This design comes from an exercise in tuning for small area on the open sky130 flow, not from production work.
The RTL was checked by simulation tests, not by an equivalence proof against the original design.
Power figures rest on the tool's default switching activity, not on a simulated workload.

==> inputs of tundra <==
==> flow/design.v <==
package wb_register_file_pkg;
  localparam int DEF_DATA_W = 32;
  localparam int DEF_ADDR_W = 5;
  localparam int DEF_PEND_W = 2;
  localparam logic [4:0] REG_ZERO = 5'd0;
endpackage
module wb_pending_scoreboard
#(
  parameter int NREG = 32
) (
  input  logic                  issue_vld,
  input  logic                  issue_writes_reg,
  input  logic [NREG-1:1]       issue_dec,   
  input  logic [NREG-1:1]       ret_dec,     
  input  logic [NREG-1:1]       ret_keep,    
  input  logic                  same_dest,   
  input  logic                  ret_live,    
  input  logic [NREG-1:1]       rd_dec_a,    
  input  logic [NREG-1:1]       rd_dec_b,    
  input  logic                  use_a,
  input  logic                  use_b,
  input  logic [NREG-1:1][1:0]  pend_q,
  input  logic                  underflow_q,
  output logic [NREG-1:1][1:0]  pend_d,
  output logic                  underflow_d,
  output logic                  stall
);
  logic [NREG-1:1]      haz_r;     
  logic [1:0][NREG-1:1] pend_t;    
  logic [NREG-1:1]      hold_r;    
  logic [NREG-1:1]      iss_r;     
  logic                 hazard_a;
  logic                 hazard_b;
  logic [1:0]           pend_ret;  
  logic [1:0]           pend_iss;  
  logic [1:0]           next_ret;
  logic [1:0]           next_iss;
  logic                 saturate;
  logic                 accept;
  always_comb begin
    for (int r = 1; r < NREG; r++) begin
      haz_r[r]     = pend_q[r][1] || (pend_q[r][0] && ret_keep[r]);
      pend_t[0][r] = pend_q[r][0];
      pend_t[1][r] = pend_q[r][1];
    end
  end
  wb_rf_select #(.N(NREG-1), .W(1)) u_haz_a (.sel(rd_dec_a),  .din(haz_r),     .dout(hazard_a));
  wb_rf_select #(.N(NREG-1), .W(1)) u_haz_b (.sel(rd_dec_b),  .din(haz_r),     .dout(hazard_b));
  wb_rf_select #(.N(NREG-1), .W(1)) u_ret0  (.sel(ret_dec),   .din(pend_t[0]), .dout(pend_ret[0]));
  wb_rf_select #(.N(NREG-1), .W(1)) u_ret1  (.sel(ret_dec),   .din(pend_t[1]), .dout(pend_ret[1]));
  wb_rf_select #(.N(NREG-1), .W(1)) u_iss0  (.sel(issue_dec), .din(pend_t[0]), .dout(pend_iss[0]));
  wb_rf_select #(.N(NREG-1), .W(1)) u_iss1  (.sel(issue_dec), .din(pend_t[1]), .dout(pend_iss[1]));
  always_comb begin
    saturate    = (pend_iss == 2'd3) && !(ret_live && same_dest);
    stall       = issue_vld && ((use_a && hazard_a) || (use_b && hazard_b)
                                || (issue_writes_reg && saturate));
    accept      = issue_vld && !stall && issue_writes_reg;
    underflow_d = underflow_q || (ret_live && (pend_ret == 2'd0));
    if (accept && same_dest)   next_ret = pend_ret;
    else if (pend_ret != 2'd0) next_ret = pend_ret - 2'd1;
    else                       next_ret = 2'd0;
    next_iss = pend_iss + 2'd1;
    for (int r = 1; r < NREG; r++) begin
      iss_r[r]  = accept && issue_dec[r] && ret_keep[r];
      hold_r[r] = !(ret_dec[r] || (accept && issue_dec[r]));
    end
  end
  for (genvar r = 1; r < NREG; r++) begin : g_slot
    for (genvar b = 0; b < 2; b++) begin : g_bit
      logic nxt_n;
      wb_rf_aoi222 u_nxt (
        .a0 (next_ret[b]),   .s0 (ret_dec[r]),
        .a1 (next_iss[b]),   .s1 (iss_r[r]),
        .a2 (pend_q[r][b]),  .s2 (hold_r[r]),
        .y_n(nxt_n)
      );
      assign pend_d[r][b] = !nxt_n;
    end
  end
endmodule
module wb_rf_select
#(
  parameter int N = 32,
  parameter int W = 32
) (
  input  logic [N-1:0]        sel,
  input  logic [N-1:0][W-1:0] din,
  output logic [W-1:0]        dout
);
  localparam int G3 = N / 3;         
  localparam int R  = N - 3 * G3;    
  localparam int G  = G3 + (R > 0 ? 1 : 0);
  logic [G-1:0][W-1:0] grp_n;
  for (genvar g = 0; g < G3; g++) begin : g_grp
    for (genvar b = 0; b < W; b++) begin : g_bit
      wb_rf_aoi222 u_aoi (
        .a0 (din[3*g][b]),   .s0 (sel[3*g]),
        .a1 (din[3*g+1][b]), .s1 (sel[3*g+1]),
        .a2 (din[3*g+2][b]), .s2 (sel[3*g+2]),
        .y_n(grp_n[g][b])
      );
    end
  end
  if (R == 2) begin : g_rest2
    for (genvar b = 0; b < W; b++) begin : g_bit
      wb_rf_aoi222 u_aoi (
        .a0 (din[3*G3][b]),   .s0 (sel[3*G3]),
        .a1 (din[3*G3+1][b]), .s1 (sel[3*G3+1]),
        .a2 (din[3*G3+1][b]), .s2 (sel[3*G3+1]),
        .y_n(grp_n[G3][b])
      );
    end
  end else if (R == 1) begin : g_rest1
    assign grp_n[G3] = ~(din[3*G3] & {W{sel[3*G3]}});
  end
  always_comb begin
    dout = '0;
    for (int g = 0; g < G; g++) dout = dout | ~grp_n[g];
  end
endmodule
module wb_rf_aoi222 (
  input  logic a0, s0, a1, s1, a2, s2,
  output logic y_n
);
  assign y_n = ~((a0 & s0) | (a1 & s1) | (a2 & s2));
endmodule
module wb_register_file
#(
  parameter int DATA_W = wb_register_file_pkg::DEF_DATA_W,
  parameter int ADDR_W = wb_register_file_pkg::DEF_ADDR_W,
  parameter int PEND_W = wb_register_file_pkg::DEF_PEND_W
) (
  input  logic              ClockInput,
  input  logic              ResetInputN,
  input  logic [ADDR_W-1:0] WriteAddr,
  input  logic [DATA_W-1:0] WriteData,
  input  logic              RegWriteSignal,
  input  logic [ADDR_W-1:0] ReadAddrA,
  input  logic [ADDR_W-1:0] ReadAddrB,
  input  logic              UseA,
  input  logic              UseB,
  input  logic              IssueValid,
  input  logic              IssueWritesReg,
  input  logic [ADDR_W-1:0] IssueDest,
  output logic [DATA_W-1:0] ReadDataA,
  output logic [DATA_W-1:0] ReadDataB,
  output logic              Stall,
  output logic              RetireUnderflow
);
  localparam int NREG = 2 ** ADDR_W;
  logic [NREG-1:1]             we_dec;    
  logic [NREG-1:1]             keep;      
  logic [NREG-1:1]             a_dec;
  logic [NREG-1:1]             b_dec;
  logic [NREG-1:1]             i_dec;
  logic                        wr_live;
  logic                        hit_a;
  logic                        hit_b;
  logic [NREG-1:1]             valid_q;
  logic [NREG-1:1][DATA_W-1:0] mem_q;
  logic [NREG-1:1][DATA_W-1:0] mem_d;
  logic [NREG-1:1][1:0]        pend_q;
  logic [NREG-1:1][1:0]        pend_d;
  logic                        underflow_q;
  logic                        underflow_d;
  always_comb begin
    for (int r = 1; r < NREG; r++) begin
      we_dec[r] = RegWriteSignal && (WriteAddr == ADDR_W'(r));
      keep[r]   = !we_dec[r];
      a_dec[r]  = (ReadAddrA == ADDR_W'(r));
      b_dec[r]  = (ReadAddrB == ADDR_W'(r));
      i_dec[r]  = (IssueDest == ADDR_W'(r));
    end
  end
  assign wr_live = RegWriteSignal && (WriteAddr != '0);
  assign hit_a   = wr_live && (WriteAddr == ReadAddrA);
  assign hit_b   = wr_live && (WriteAddr == ReadAddrB);
  for (genvar r = 1; r < NREG; r++) begin : g_row
    for (genvar b = 0; b < DATA_W; b++) begin : g_bit
      wb_rf_load u_load (
        .load (we_dec[r]),
        .d    (WriteData[b]),
        .keep (keep[r]),
        .q    (mem_q[r][b]),
        .nxt  (mem_d[r][b])
      );
    end
  end
  always_ff @(posedge ClockInput) begin
    mem_q <= mem_d;
  end
  always_ff @(posedge ClockInput or negedge ResetInputN) begin
    if (!ResetInputN) begin
      valid_q     <= '0;
      pend_q      <= '0;
      underflow_q <= 1'b0;
    end else begin
      valid_q     <= valid_q | we_dec;
      pend_q      <= pend_d;
      underflow_q <= underflow_d;
    end
  end
  logic [NREG-1:0]             sel_a;
  logic [NREG-1:0]             sel_b;
  logic [NREG-1:0][DATA_W-1:0] src;
  always_comb begin
    src[0]   = WriteData;
    sel_a[0] = hit_a;
    sel_b[0] = hit_b;
    for (int r = 1; r < NREG; r++) begin
      src[r]   = mem_q[r];
      sel_a[r] = a_dec[r] && valid_q[r] && keep[r];
      sel_b[r] = b_dec[r] && valid_q[r] && keep[r];
    end
  end
  wb_rf_select #(.N(NREG), .W(DATA_W)) u_read_a (.sel(sel_a), .din(src), .dout(ReadDataA));
  wb_rf_select #(.N(NREG), .W(DATA_W)) u_read_b (.sel(sel_b), .din(src), .dout(ReadDataB));
  wb_pending_scoreboard #(
    .NREG (NREG)
  ) u_scoreboard (
    .issue_vld        (IssueValid),
    .issue_writes_reg (IssueWritesReg),
    .issue_dec        (i_dec),
    .ret_dec          (we_dec),
    .ret_keep         (keep),
    .same_dest        (IssueDest == WriteAddr),
    .ret_live         (wr_live),
    .rd_dec_a         (a_dec),
    .rd_dec_b         (b_dec),
    .use_a            (UseA),
    .use_b            (UseB),
    .pend_q           (pend_q),
    .underflow_q      (underflow_q),
    .pend_d           (pend_d),
    .underflow_d      (underflow_d),
    .stall            (Stall)
  );
  assign RetireUnderflow = underflow_q;
endmodule
module wb_rf_load (
  input  logic load,
  input  logic d,
  input  logic keep,
  input  logic q,
  output logic nxt
);
  assign nxt = (load & d) | (keep & q);
endmodule
==> flow/flow/run.sh <==
#!/bin/bash
# Layout flow: the standard ORFS flow (standard.sh, unchanged synthesis), with
#  - clock tree synthesis without dummy loads and with larger sink clusters (the clock
#    tree is still built by CTS from the clock port through buffers, with its usual
#    balancing),
#  - the port buffers made with a small buffer cell instead of the default pick (a
#    clock delay buffer).
# make's whole output goes to flow_make.log; ORFS keeps each step's log under orfs/logs.
set -euo pipefail
CTS="-sink_clustering_enable -repair_clock_nets -dont_use_dummy_load"
CTS="$CTS -sink_clustering_size 24 -sink_clustering_max_diameter 70"
CTS="$CTS -buf_list {sky130_fd_sc_hd__clkbuf_16}"
bash standard.sh \
  "CTS_ARGS=$CTS" \
  "BUFFER_PORTS_ARGS=-buffer_cell sky130_fd_sc_hd__buf_2" \
  finish > flow_make.log 2>&1
==> flow/standard.sh <==
#!/bin/bash
# synth_recipe.tcl (not shown) runs the flow's synth.tcl, then flattens the netlist and writes it again
# the make line also repeats each setting of config.mk as NAME=value (left out here)
make -C /OpenROAD-flow-scripts/flow DESIGN_CONFIG=/design/flow/config.mk WORK_HOME=/design/flow/orfs CLKGATE_MAP_FILE= SYNTH_SCRIPT=/design/flow/synth_recipe.tcl "${@:-finish}"
==> flow/config.mk <==
export PLATFORM = sky130hd
export DESIGN_NAME = wb_register_file
export DESIGN_NICKNAME = wb_register_file
export VERILOG_FILES = /design/flow/design.v
export SDC_FILE = /design/flow/constraint.sdc
export NUM_CORES = 4
export LEC_CHECK = 0
export CAP_MARGIN = 20
export CORE_MARGIN = 2
export CORE_UTILIZATION = 40
export PLACE_DENSITY = 0.5
export SETUP_SLACK_MARGIN = 0.25
export SLEW_MARGIN = 20
export SYNTH_HIERARCHICAL = 1
export SYNTH_MINIMUM_KEEP_SIZE = 0
==> flow/constraint.sdc <==
create_clock -name core_clock -period 6.0 [get_ports {ClockInput}]
set_input_delay 1.2000 -clock core_clock [delete_from_list [all_inputs] [get_ports {ClockInput}]]
set_output_delay 1.2000 -clock core_clock [all_outputs]
set_load 0.01 [all_outputs]
==> ember (differences from tundra) <==
==> flow/design.v, changed modules only <==
module wb_rf_select
#(
  parameter int N = 32,
  parameter int W = 32
) (
  input  logic [N-1:0]        sel,
  input  logic [N-1:0][W-1:0] din,
  output logic [W-1:0]        dout
);
  localparam int G = (N + 2) / 3;
  logic [3*G-1:0]        s;
  logic [3*G-1:0][W-1:0] d;
  logic [G-1:0][W-1:0]   grp_n;
  always_comb begin
    s = '0;
    d = '0;
    s[N-1:0] = sel;
    for (int i = 0; i < N; i++) d[i] = din[i];
  end
  for (genvar g = 0; g < G; g++) begin : g_grp
    for (genvar b = 0; b < W; b++) begin : g_bit
      wb_rf_aoi222 u_aoi (
        .a0 (d[3*g][b]),   .s0 (s[3*g]),
        .a1 (d[3*g+1][b]), .s1 (s[3*g+1]),
        .a2 (d[3*g+2][b]), .s2 (s[3*g+2]),
        .y_n(grp_n[g][b])
      );
    end
  end
  always_comb begin
    dout = '0;
    for (int g = 0; g < G; g++) dout = dout | ~grp_n[g];
  end
endmodule
module wb_register_file
#(
  parameter int DATA_W = wb_register_file_pkg::DEF_DATA_W,
  parameter int ADDR_W = wb_register_file_pkg::DEF_ADDR_W,
  parameter int PEND_W = wb_register_file_pkg::DEF_PEND_W
) (
  input  logic              ClockInput,
  input  logic              ResetInputN,
  input  logic [ADDR_W-1:0] WriteAddr,
  input  logic [DATA_W-1:0] WriteData,
  input  logic              RegWriteSignal,
  input  logic [ADDR_W-1:0] ReadAddrA,
  input  logic [ADDR_W-1:0] ReadAddrB,
  input  logic              UseA,
  input  logic              UseB,
  input  logic              IssueValid,
  input  logic              IssueWritesReg,
  input  logic [ADDR_W-1:0] IssueDest,
  output logic [DATA_W-1:0] ReadDataA,
  output logic [DATA_W-1:0] ReadDataB,
  output logic              Stall,
  output logic              RetireUnderflow
);
  localparam int NREG = 2 ** ADDR_W;
  logic [NREG-1:1]             we_dec;    
  logic [NREG-1:1]             keep;      
  logic [NREG-1:1]             a_dec;
  logic [NREG-1:1]             b_dec;
  logic [NREG-1:1]             i_dec;
  logic                        wr_live;
  logic                        hit_a;
  logic                        hit_b;
  logic [NREG-1:1]             valid_q;
  logic [NREG-1:1][DATA_W-1:0] mem_q;
  logic [NREG-1:1][DATA_W-1:0] mem_d;
  logic [NREG-1:1][1:0]        pend_q;
  logic [NREG-1:1][1:0]        pend_d;
  logic                        underflow_q;
  logic                        underflow_d;
  always_comb begin
    for (int r = 1; r < NREG; r++) begin
      we_dec[r] = RegWriteSignal && (WriteAddr == ADDR_W'(r));
      keep[r]   = !we_dec[r];
      a_dec[r]  = (ReadAddrA == ADDR_W'(r));
      b_dec[r]  = (ReadAddrB == ADDR_W'(r));
      i_dec[r]  = (IssueDest == ADDR_W'(r));
    end
  end
  assign wr_live = RegWriteSignal && (WriteAddr != '0);
  assign hit_a   = wr_live && (WriteAddr == ReadAddrA);
  assign hit_b   = wr_live && (WriteAddr == ReadAddrB);
  for (genvar r = 1; r < NREG; r++) begin : g_row
    for (genvar b = 0; b < DATA_W; b++) begin : g_bit
      wb_rf_load u_load (
        .load (we_dec[r]),
        .d    (WriteData[b]),
        .keep (keep[r]),
        .q    (mem_q[r][b]),
        .nxt  (mem_d[r][b])
      );
    end
  end
  always_ff @(posedge ClockInput) begin
    mem_q <= mem_d;
  end
  always_ff @(posedge ClockInput or negedge ResetInputN) begin
    if (!ResetInputN) begin
      valid_q     <= '0;
      pend_q      <= '0;
      underflow_q <= 1'b0;
    end else begin
      valid_q     <= valid_q | we_dec;
      pend_q      <= pend_d;
      underflow_q <= underflow_d;
    end
  end
  logic [NREG-1:0]             sel_a;
  logic [NREG-1:0]             sel_b;
  logic [NREG-1:0][DATA_W-1:0] src;
  always_comb begin
    src[0]   = WriteData;
    sel_a[0] = hit_a;
    sel_b[0] = hit_b;
    for (int r = 1; r < NREG; r++) begin
      src[r]   = mem_q[r];
      sel_a[r] = a_dec[r] && valid_q[r] && !hit_a;
      sel_b[r] = b_dec[r] && valid_q[r] && !hit_b;
    end
  end
  wb_rf_select #(.N(NREG), .W(DATA_W)) u_read_a (.sel(sel_a), .din(src), .dout(ReadDataA));
  wb_rf_select #(.N(NREG), .W(DATA_W)) u_read_b (.sel(sel_b), .din(src), .dout(ReadDataB));
  wb_pending_scoreboard #(
    .NREG (NREG)
  ) u_scoreboard (
    .issue_vld        (IssueValid),
    .issue_writes_reg (IssueWritesReg),
    .issue_dec        (i_dec),
    .ret_dec          (we_dec),
    .ret_keep         (keep),
    .same_dest        (IssueDest == WriteAddr),
    .ret_live         (wr_live),
    .rd_dec_a         (a_dec),
    .rd_dec_b         (b_dec),
    .use_a            (UseA),
    .use_b            (UseB),
    .pend_q           (pend_q),
    .underflow_q      (underflow_q),
    .pend_d           (pend_d),
    .underflow_d      (underflow_d),
    .stall            (Stall)
  );
  assign RetireUnderflow = underflow_q;
endmodule
--- a/flow/flow/run.sh
+++ b/flow/flow/run.sh
@@ -8,8 +8,8 @@
 # make's whole output goes to flow_make.log; ORFS keeps each step's log under orfs/logs.
 set -euo pipefail
 CTS="-sink_clustering_enable -repair_clock_nets -dont_use_dummy_load"
-CTS="$CTS -sink_clustering_size 24 -sink_clustering_max_diameter 70"
-CTS="$CTS -buf_list {sky130_fd_sc_hd__clkbuf_16}"
+CTS="$CTS -sink_clustering_size 20 -sink_clustering_max_diameter 80"
+CTS="$CTS -buf_list {sky130_fd_sc_hd__clkbuf_8 sky130_fd_sc_hd__clkbuf_16}"
 bash standard.sh \
   "CTS_ARGS=$CTS" \
   "BUFFER_PORTS_ARGS=-buffer_cell sky130_fd_sc_hd__buf_2" \
SETUP_SLACK_MARGIN = default   (was 0.25)
==> run notes <==
Against tundra, the worst hold slack of ember is lower by 0.0085 ns. Of ember and tundra, tundra has the higher via count (gap 1.7%, measured against tundra). Against tundra, the first-iteration DRC count of ember is larger by about 0.8%. Of ember and tundra, ember has the higher combinational power (gap about 2%, measured against tundra). Of tundra and ember, ember has the higher die area (gap 0.88%, measured against ember). Sequential share of layout area: tundra is higher than ember (1.4 points). Against ember, the synthesized area of tundra is smaller by 0.89%. Between tundra and ember, the lower critical path depth is in tundra (gap 4). tundra ran to the end with no violations. ember completed, yet does not pass: setup timing. In tundra the global-route usage is higher than in ember, by 1.3 points.
==> figures <==
metric	ember	tundra
Comb pwr	2.59 mW	2.54 mW
Switch Pwr	5.16 mW	5.16 mW
Max Freq	166 MHz	172 MHz
Highest cell delay on the worst timing path	0.54 ns	0.67 ns
Gp weighted congestion	0.933	0.963
Pin count of the biggest net entering global routing	63	65
Effective utilization at floorplan	0.402	0.403
Start point of the worst hold path	underflow_q	valid_q[2]
Number of distinct library cells after synthesis	42	45
Worst reg-to-reg setup slack	2.59 ns	2.62 ns
Share of the cycle needed by the critical path after routing	1.00	0.971
Result of the run	finished with violations	finished clean
Reasons for failing layout checks	setup timing	-
Final design instance area without fill	0.0517 sq mm	0.0501 sq mm
Power consumed by the clock network	4.62 mW	4.82 mW
DR WL met2	96,600 microns	105,000 microns
Post-detailed-routing wire length	241,000 microns	248,000 microns
Number of diodes	6	13
Synthesized-area fraction occupied by adder cells	0.000282	0.000285
Number of standard cells in the layout, taps in and fillers out	5,823	5,543
Xor and xnor area share after synthesis	0.00297	0.00299

[static timing again, ports no longer ideal]
In the flow no input, the clock included, has a driving cell. The finished layouts below were timed again as built, in two steps. Step 1: set_driving_cell puts a clkbuf_16 on ClockInput and a buf_2 on each other input, an assumption about the parent block. Step 2 also shifts input and output timing later by t, the mid clock arrival at the registers, as if the neighbouring blocks saw the same clock. Slacks: no drivers / after step 1 / after step 2; pairs: no drivers / after step 1.
run	t (ns)	setup slack, ns	worst slew at a driven data input, ns
tundra	0.738	0.174 / 0.146 / 0.146	0.14
ember	0.734	-0.018 / -0.048 / -0.048	0.13
For ember, which loses most, drivers alone change the setup slack by -0.030 ns; drivers and shift together by -0.030 ns.
